Source: an optimization exercise on an open RTL-to-GDS flow (aim: small area, a short achievable clock period and few clock cycles). Production flows keep margins and buffers that such runs may drop. At most, simulation tests tie the RTL to the original design; equivalence was not proved.

==> inputs of v2 <==
// cnn_conv_engine
module cnn_conv_engine
#(
   parameter int DATA_W = 16,
   parameter int ADDR_W = 12,
   parameter int DIM_W  = 8,
   parameter int K      = 3,
   parameter int ACC_W  = 40
) (
   input  logic              clk_i,
   input  logic              rst_ni,
   input  logic              start_i,
   input  logic [ADDR_W-1:0] img_base_i,
   input  logic [ADDR_W-1:0] ker_base_i,
   input  logic [ADDR_W-1:0] out_base_i,
   input  logic [DIM_W-1:0]  img_w_i,
   input  logic [DIM_W-1:0]  img_h_i,
   input  logic [4:0]        shift_i,
   output logic              mem_rd_req_o,
   output logic              mem_wr_req_o,
   output logic [ADDR_W-1:0] mem_addr_o,
   output logic [DATA_W-1:0] mem_wdata_o,
   input  logic [DATA_W-1:0] mem_rdata_i,
   input  logic              mem_ready_i,
   output logic              busy_o,
   output logic              done_o,
   output logic              err_o
);
export LEC_CHECK = 0
export CAP_MARGIN = 20
export CORE_MARGIN = 2
export CORE_UTILIZATION = 40
export PLACE_DENSITY = 0.6
export SETUP_SLACK_MARGIN = 5
export SLEW_MARGIN = 20
create_clock -name core_clock -period 10.5 [get_ports {clk_i}]
standard.sh (not shown) runs the stock make flow with config.mk's settings and CLKGATE_MAP_FILE= SYNTH_SCRIPT=/design/flow/synth_recipe.tcl, a recipe that flattens the netlist after the stock synthesis.
==> flow/flow/run.sh <==
#!/bin/bash
set -euo pipefail
MARGIN=6.5
sed -E "s/SETUP_SLACK_MARGIN=[-0-9.]+/SETUP_SLACK_MARGIN=${MARGIN}/" standard.sh > standard_margin.sh
grep -q "SETUP_SLACK_MARGIN=${MARGIN}" standard_margin.sh
bash standard_margin.sh > standard.log 2>&1
==> v3: changes against v2 <==
--- a/flow/design.v
+++ b/flow/design.v
@@ -438,15 +438,18 @@
    logic [2:0]        p0c_q, p1c_q;
    logic [AW-1:0]     ps_q [3];
    logic [AW-1:0]     pc_q [3];
    logic [2:0]        sel0_q, sel1_q, fresh_q;
    logic              row_q;
    logic              rd_q, wr_q;
+   logic              lastcol_q, lastcol_nx;         
+   logic [ADDR_W-1:0] rdelta_q, wdelta_q;
    logic [ADDR_W-1:0] addr_q;
    logic              busy_nx, kload_nx, oddm_nx, flush_nx, first_nx, last_nx, odd_nx;
    logic              run_nx, rds_nx, wrs_nx, wv_nx;
+   logic [ADDR_W-1:0] rdelta_nx, wdelta_nx;
    logic [5:0]        slot_nx;
    logic [2:0]        c3_nx;
    logic [1:0]        wcnt_nx;
    logic [DIM_W-1:0]  x_nx, rem_nx;
    logic [ADDR_W-1:0] raddr_nx, wptr_nx;
    logic              accept, bad_dims, run, xz, lastcol;
@@ -472,13 +475,13 @@
    logic [AW-1:0]     pc [3];
    logic [DATA_W-1:0] kv_n [3];
    logic [DATA_W-1:0] sat;
    assign accept   = start_i & ~busy_q;
    assign bad_dims = img_w_i < DIM_W'(3) || img_h_i < DIM_W'(3);
    assign run      = busy_q & ~kload_q;
-   assign lastcol  = x_q == '0;
+   assign lastcol  = lastcol_q;
    assign kdone    = kload_q & mem_ready_i & lastcol;
    assign xz       = wcnt_q == 2'd0;
    assign rdreq    = rd_q & ~kload_q;
    assign wrreq    = wr_q;
    assign adv      = ~(rd_q | wr_q) | mem_ready_i;
    assign colend_c = slot_q[5] | (slot_q[4] & odd_q) | (slot_q[3] & oddm_q);
@@ -494,21 +497,14 @@
    assign err_o        = err_q;
    assign w12    = ADDR_W'(w_q);
    assign d_1m2w = ADDR_W'(1) - (w12 << 1);
    assign d_1m3w = d_1m2w - w12;
    assign ow12   = w12 - ADDR_W'(2);
    assign d_1mow = ADDR_W'(3) - w12;
-   always_comb begin
-      if (kload_q)                                 rdelta = ADDR_W'(1);
-      else if (slot_q[5])                          rdelta = lastcol ? d_1m2w : d_1m3w;
-      else if ((slot_q[3] | slot_q[2]) & odd_q)    rdelta = d_1m2w;
-      else                                         rdelta = w12;
-      if (slot_q[4])           wdelta = xz ? ADDR_W'(1) : d_1mow;
-      else if (oddm_q)         wdelta = ADDR_W'(1);
-      else                     wdelta = ow12;
-   end
+   assign rdelta = rdelta_q;
+   assign wdelta = wdelta_q;
    assign row  = slot_q[0] | slot_q[5] | (slot_q[3] & ~oddm_q);
    assign shft = slot_q[1] | (slot_q[3] & ~oddm_q);
    always_comb begin
       slot_n = (colend_c | jobend_c) ? 6'b000001 : {slot_q[4:0], 1'b0};
       oddm_n = oddm_q;
       c3_n   = c3_q;
@@ -544,26 +540,26 @@
          .s_o   (ps[j]),
          .c_o   (pc[j])
       );
    end
    always_ff @(posedge clk_i) begin
       for (int j = 0; j < 3; j++) begin
-         ps_q[j] <= ps[j];
-         pc_q[j] <= pc[j];
+         ps_q[j] <= ~ps[j];
+         pc_q[j] <= ~pc[j];
       end
       row_q   <= row;
       fresh_q <= {3{shft}} & c3_q;
       sel0_q  <= {3{~row}} & ~({3{shft}} & c3_q);
       sel1_q  <= {3{row}} & ~({3{shft}} & c3_q);
    end
    always_comb begin
       for (int j = 0; j < 3; j++) begin
          ain[j]  = ({AW{fresh_q[j]}} & BWC9) | ({AW{sel1_q[j]}} & p1_q[j]) | ({AW{sel0_q[j]}} & p0_q[j]);
          ainc[j] = (sel1_q[j] & p1c_q[j]) | (sel0_q[j] & p0c_q[j]);
-         cs_s[j] = ain[j] ^ ps_q[j] ^ pc_q[j];
-         cs_c[j] = ((ain[j] & ps_q[j]) | (ain[j] & pc_q[j]) | (ps_q[j] & pc_q[j])) << 1;
+         cs_s[j] = ain[j] ^ ~ps_q[j] ^ ~pc_q[j];
+         cs_c[j] = ((ain[j] & ~ps_q[j]) | (ain[j] & ~pc_q[j]) | (~ps_q[j] & ~pc_q[j])) << 1;
          {sumc[j], sum[j][LW-1:0]} = {1'b0, cs_s[j][LW-1:0]} + {1'b0, cs_c[j][LW-1:0]};
          sum[j][AW-1:LW] = HW'(({cs_s[j][AW-1:LW], ainc[j]} + {cs_c[j][AW-1:LW], 1'b1}) >> 1);
       end
    end
    assign cap_en  = (slot_q[0] & ~oddm_q) | (slot_q[1] & oddm_q) | (slot_q[2] & ~oddm_q);
    assign cap_row = slot_q[2];
@@ -644,12 +640,20 @@
          end
       end
       run_nx = busy_nx & ~kload_nx;
       rds_nx = slot_nx[0] | slot_nx[1] | (slot_nx[2] & oddm_nx) | (slot_nx[3] & ~oddm_nx) | slot_nx[5];
       wrs_nx = (slot_nx[2] & ~oddm_nx) | (slot_nx[3] & oddm_nx) | slot_nx[4];
       wv_nx  = flush_nx | (wcnt_nx == 2'd3) | ((wcnt_nx == 2'd0) & ~first_nx);
+      lastcol_nx = x_nx == '0;
+      if (kload_nx)                                   rdelta_nx = ADDR_W'(1);
+      else if (slot_nx[5])                            rdelta_nx = lastcol_nx ? d_1m2w : d_1m3w;
+      else if ((slot_nx[3] | slot_nx[2]) & odd_nx)    rdelta_nx = d_1m2w;
+      else                                            rdelta_nx = w12;
+      if (slot_nx[4])          wdelta_nx = (wcnt_nx == 2'd0) ? ADDR_W'(1) : d_1mow;
+      else if (oddm_nx)        wdelta_nx = ADDR_W'(1);
+      else                     wdelta_nx = ow12;
    end
    always_ff @(posedge clk_i or negedge rst_ni) begin
       if (!rst_ni) begin
          busy_q  <= 1'b0;
          kload_q <= 1'b0;
          done_q  <= 1'b0;
@@ -678,12 +682,15 @@
       rem_q   <= rem_nx;
       last_q  <= last_nx;
       odd_q   <= odd_nx;
       raddr_q <= raddr_nx;
       wptr_q  <= wptr_nx;
       addr_q  <= wrs_nx ? wptr_nx : raddr_nx;
+      lastcol_q <= lastcol_nx;
+      rdelta_q  <= rdelta_nx;
+      wdelta_q  <= wdelta_nx;
       if (accept) begin
          w_q     <= img_w_i;
          shift_q <= shift_i;
          ibase_q <= img_base_i;
       end
       if (kload_q && mem_ready_i) begin
Settings changed: CORE_UTILIZATION 40 to 55, PLACE_DENSITY 0.6 to 0.7.
==> v29: changes against v2 <==
--- a/flow/design.v
+++ b/flow/design.v
@@ -16,18 +16,28 @@
    parameter int ACC_W  = 35
 ) (
    input  logic [ACC_W-1:0]  acc_i,
    input  logic [4:0]        shift_i,
    output logic [DATA_W-1:0] res_o
 );
-   logic signed [ACC_W-1:0] acc_s, sh;
-   logic                    ovf;
-   assign acc_s = acc_i;
-   assign sh    = acc_s >>> shift_i;
-   assign ovf   = ~(&sh[ACC_W-1:DATA_W-1]) & (|sh[ACC_W-1:DATA_W-1]);
-   assign res_o = ovf ? {sh[ACC_W-1], {(DATA_W-1){~sh[ACC_W-1]}}} : sh[DATA_W-1:0];
+   localparam int HW = ACC_W - DATA_W + 1;    
+   logic [ACC_W+DATA_W-2:0] ext;
+   logic [DATA_W-1:0]       win;
+   logic [HW-1:0]           diff, above;
+   logic                    sgn, ovf;
+   assign sgn  = acc_i[ACC_W-1];
+   assign ext  = {{(DATA_W-1){sgn}}, acc_i};
+   assign win  = DATA_W'(ext >> shift_i);
+   always_comb begin
+      for (int k = 0; k < HW; k++) begin
+         diff[k]  = acc_i[DATA_W-1+k] ^ sgn;
+         above[k] = 5'(k) >= shift_i;
+      end
+   end
+   assign ovf   = |(diff & above);
+   assign res_o = ovf ? {sgn, {(DATA_W-1){~sgn}}} : win;
 endmodule
 module cnn_mul (
    input  logic [7:0]  neg_i,
    input  logic [7:0]  one_i,
    input  logic [7:0]  two_i,
    input  logic [15:0] b_i,
@@ -438,15 +448,18 @@
    logic [2:0]        p0c_q, p1c_q;
    logic [AW-1:0]     ps_q [3];
    logic [AW-1:0]     pc_q [3];
    logic [2:0]        sel0_q, sel1_q, fresh_q;
    logic              row_q;
    logic              rd_q, wr_q;
+   logic              lastcol_q, lastcol_nx;         
+   logic [ADDR_W-1:0] rdelta_q, wdelta_q;
    logic [ADDR_W-1:0] addr_q;
    logic              busy_nx, kload_nx, oddm_nx, flush_nx, first_nx, last_nx, odd_nx;
    logic              run_nx, rds_nx, wrs_nx, wv_nx;
+   logic [ADDR_W-1:0] rdelta_nx, wdelta_nx;
    logic [5:0]        slot_nx;
    logic [2:0]        c3_nx;
    logic [1:0]        wcnt_nx;
    logic [DIM_W-1:0]  x_nx, rem_nx;
    logic [ADDR_W-1:0] raddr_nx, wptr_nx;
    logic              accept, bad_dims, run, xz, lastcol;
@@ -472,13 +485,13 @@
    logic [AW-1:0]     pc [3];
    logic [DATA_W-1:0] kv_n [3];
    logic [DATA_W-1:0] sat;
    assign accept   = start_i & ~busy_q;
    assign bad_dims = img_w_i < DIM_W'(3) || img_h_i < DIM_W'(3);
    assign run      = busy_q & ~kload_q;
-   assign lastcol  = x_q == '0;
+   assign lastcol  = lastcol_q;
    assign kdone    = kload_q & mem_ready_i & lastcol;
    assign xz       = wcnt_q == 2'd0;
    assign rdreq    = rd_q & ~kload_q;
    assign wrreq    = wr_q;
    assign adv      = ~(rd_q | wr_q) | mem_ready_i;
    assign colend_c = slot_q[5] | (slot_q[4] & odd_q) | (slot_q[3] & oddm_q);
@@ -494,21 +507,14 @@
    assign err_o        = err_q;
    assign w12    = ADDR_W'(w_q);
    assign d_1m2w = ADDR_W'(1) - (w12 << 1);
    assign d_1m3w = d_1m2w - w12;
    assign ow12   = w12 - ADDR_W'(2);
    assign d_1mow = ADDR_W'(3) - w12;
-   always_comb begin
-      if (kload_q)                                 rdelta = ADDR_W'(1);
-      else if (slot_q[5])                          rdelta = lastcol ? d_1m2w : d_1m3w;
-      else if ((slot_q[3] | slot_q[2]) & odd_q)    rdelta = d_1m2w;
-      else                                         rdelta = w12;
-      if (slot_q[4])           wdelta = xz ? ADDR_W'(1) : d_1mow;
-      else if (oddm_q)         wdelta = ADDR_W'(1);
-      else                     wdelta = ow12;
-   end
+   assign rdelta = rdelta_q;
+   assign wdelta = wdelta_q;
    assign row  = slot_q[0] | slot_q[5] | (slot_q[3] & ~oddm_q);
    assign shft = slot_q[1] | (slot_q[3] & ~oddm_q);
    always_comb begin
       slot_n = (colend_c | jobend_c) ? 6'b000001 : {slot_q[4:0], 1'b0};
       oddm_n = oddm_q;
       c3_n   = c3_q;
@@ -544,26 +550,26 @@
          .s_o   (ps[j]),
          .c_o   (pc[j])
       );
    end
    always_ff @(posedge clk_i) begin
       for (int j = 0; j < 3; j++) begin
-         ps_q[j] <= ps[j];
-         pc_q[j] <= pc[j];
+         ps_q[j] <= ~ps[j];
+         pc_q[j] <= ~pc[j];
       end
       row_q   <= row;
       fresh_q <= {3{shft}} & c3_q;
       sel0_q  <= {3{~row}} & ~({3{shft}} & c3_q);
       sel1_q  <= {3{row}} & ~({3{shft}} & c3_q);
    end
    always_comb begin
       for (int j = 0; j < 3; j++) begin
          ain[j]  = ({AW{fresh_q[j]}} & BWC9) | ({AW{sel1_q[j]}} & p1_q[j]) | ({AW{sel0_q[j]}} & p0_q[j]);
          ainc[j] = (sel1_q[j] & p1c_q[j]) | (sel0_q[j] & p0c_q[j]);
-         cs_s[j] = ain[j] ^ ps_q[j] ^ pc_q[j];
-         cs_c[j] = ((ain[j] & ps_q[j]) | (ain[j] & pc_q[j]) | (ps_q[j] & pc_q[j])) << 1;
+         cs_s[j] = ain[j] ^ ~ps_q[j] ^ ~pc_q[j];
+         cs_c[j] = ((ain[j] & ~ps_q[j]) | (ain[j] & ~pc_q[j]) | (~ps_q[j] & ~pc_q[j])) << 1;
          {sumc[j], sum[j][LW-1:0]} = {1'b0, cs_s[j][LW-1:0]} + {1'b0, cs_c[j][LW-1:0]};
          sum[j][AW-1:LW] = HW'(({cs_s[j][AW-1:LW], ainc[j]} + {cs_c[j][AW-1:LW], 1'b1}) >> 1);
       end
    end
    assign cap_en  = (slot_q[0] & ~oddm_q) | (slot_q[1] & oddm_q) | (slot_q[2] & ~oddm_q);
    assign cap_row = slot_q[2];
@@ -644,12 +650,20 @@
          end
       end
       run_nx = busy_nx & ~kload_nx;
       rds_nx = slot_nx[0] | slot_nx[1] | (slot_nx[2] & oddm_nx) | (slot_nx[3] & ~oddm_nx) | slot_nx[5];
       wrs_nx = (slot_nx[2] & ~oddm_nx) | (slot_nx[3] & oddm_nx) | slot_nx[4];
       wv_nx  = flush_nx | (wcnt_nx == 2'd3) | ((wcnt_nx == 2'd0) & ~first_nx);
+      lastcol_nx = x_nx == '0;
+      if (kload_nx)                                   rdelta_nx = ADDR_W'(1);
+      else if (slot_nx[5])                            rdelta_nx = lastcol_nx ? d_1m2w : d_1m3w;
+      else if ((slot_nx[3] | slot_nx[2]) & odd_nx)    rdelta_nx = d_1m2w;
+      else                                            rdelta_nx = w12;
+      if (slot_nx[4])          wdelta_nx = (wcnt_nx == 2'd0) ? ADDR_W'(1) : d_1mow;
+      else if (oddm_nx)        wdelta_nx = ADDR_W'(1);
+      else                     wdelta_nx = ow12;
    end
    always_ff @(posedge clk_i or negedge rst_ni) begin
       if (!rst_ni) begin
          busy_q  <= 1'b0;
          kload_q <= 1'b0;
          done_q  <= 1'b0;
@@ -678,12 +692,15 @@
       rem_q   <= rem_nx;
       last_q  <= last_nx;
       odd_q   <= odd_nx;
       raddr_q <= raddr_nx;
       wptr_q  <= wptr_nx;
       addr_q  <= wrs_nx ? wptr_nx : raddr_nx;
+      lastcol_q <= lastcol_nx;
+      rdelta_q  <= rdelta_nx;
+      wdelta_q  <= wdelta_nx;
       if (accept) begin
          w_q     <= img_w_i;
          shift_q <= shift_i;
          ibase_q <= img_base_i;
       end
       if (kload_q && mem_ready_i) begin
Settings changed: CORE_UTILIZATION 40 to 70, PLACE_DENSITY 0.6 to 0.82.
==> summary.txt <==
Worst hold slack: v29 0.4884 ns; v3 0.4809 ns; v2 0.4551 ns
Setup repair bufs after CTS: v29 11; v3 25; v2 42
Post-synth design cell area: v29 53,020 µm²; v3 53,110 µm²; v2 53,250 µm²
Required time of the worst setup path: v29 10.90 ns; v3 11.07 ns; v2 11.08 ns
Flip-flop and latch share of the layout cell area: v29 36.08%; v3 35.41%; v2 34.21%
Synthesis warning total: v29 26; v3 25; v2 25
Pre-CTS WS: v29 4.771 ns; v3 4.141 ns; v2 4.532 ns
Worst setup skew after layout: v29 0.04717 ns; v3 0.07642 ns; v2 0.03855 ns
Iteration count of the initial detailed-routing pass: v29 15; v3 13; v2 10
Multi-input logic cell count: v29 3,197; v3 3,254; v2 3,229
Area growth from synthesis to layout: v29 10.13%; v3 12.05%; v2 13.51%
Placeable core region: v29 74,700 µm²; v3 95,290 µm²; v2 131,800 µm²
Vias per cell: v29 6.967; v3 6.319; v2 5.861
Site Rows: v29 100; v3 113; v2 133
Result of the run: v29 finished clean; v3 finished clean; v2 finished clean
Via count of the first global-routing pass: v29 41,247; v3 39,826; v2 39,537
Testbench counts of v2, summed over its fixed seeds: cycles 58,378.
Testbench counts of v29, summed over its fixed seeds: cycles 58,378.
No functional check of the RTL was part of v3.

static timing again, ports no longer ideal:
How much do the figures lean on ideal ports? The routed layouts below were timed once more, with nothing changed but the port constraints. Step 1 (the two cells are an assumption about what drives the block):
set clk [get_ports {clk_i}]
set_driving_cell -lib_cell sky130_fd_sc_hd__clkbuf_16 $clk
set_driving_cell -lib_cell sky130_fd_sc_hd__buf_2 [delete_from_list [all_inputs] $clk]
Step 2, shift: input delay + t, output delay - t, t = (earliest + latest rising clock arrival at the registers) / 2. This alone moves slack from input paths to output paths. a / b / c = ideal ports / drivers / drivers and shift; a / b = the first two.
run | shift t [ns] | slack for setup (ns) | slew at the worst register clock pin (ns)
v2 | 0.754 | 6.369 / 6.369 / 5.901 | 0.07 / 0.07
v3 | 0.737 | 6.536 / 6.525 / 5.788 | 0.06 / 0.06
v29 | 0.727 | 6.445 / 6.445 / 5.795 | 0.07 / 0.07
After both steps every run listed still meets setup and hold. The setup slack of v3, which loses most, moves by -0.011 ns with the drivers and by -0.748 ns with both steps.
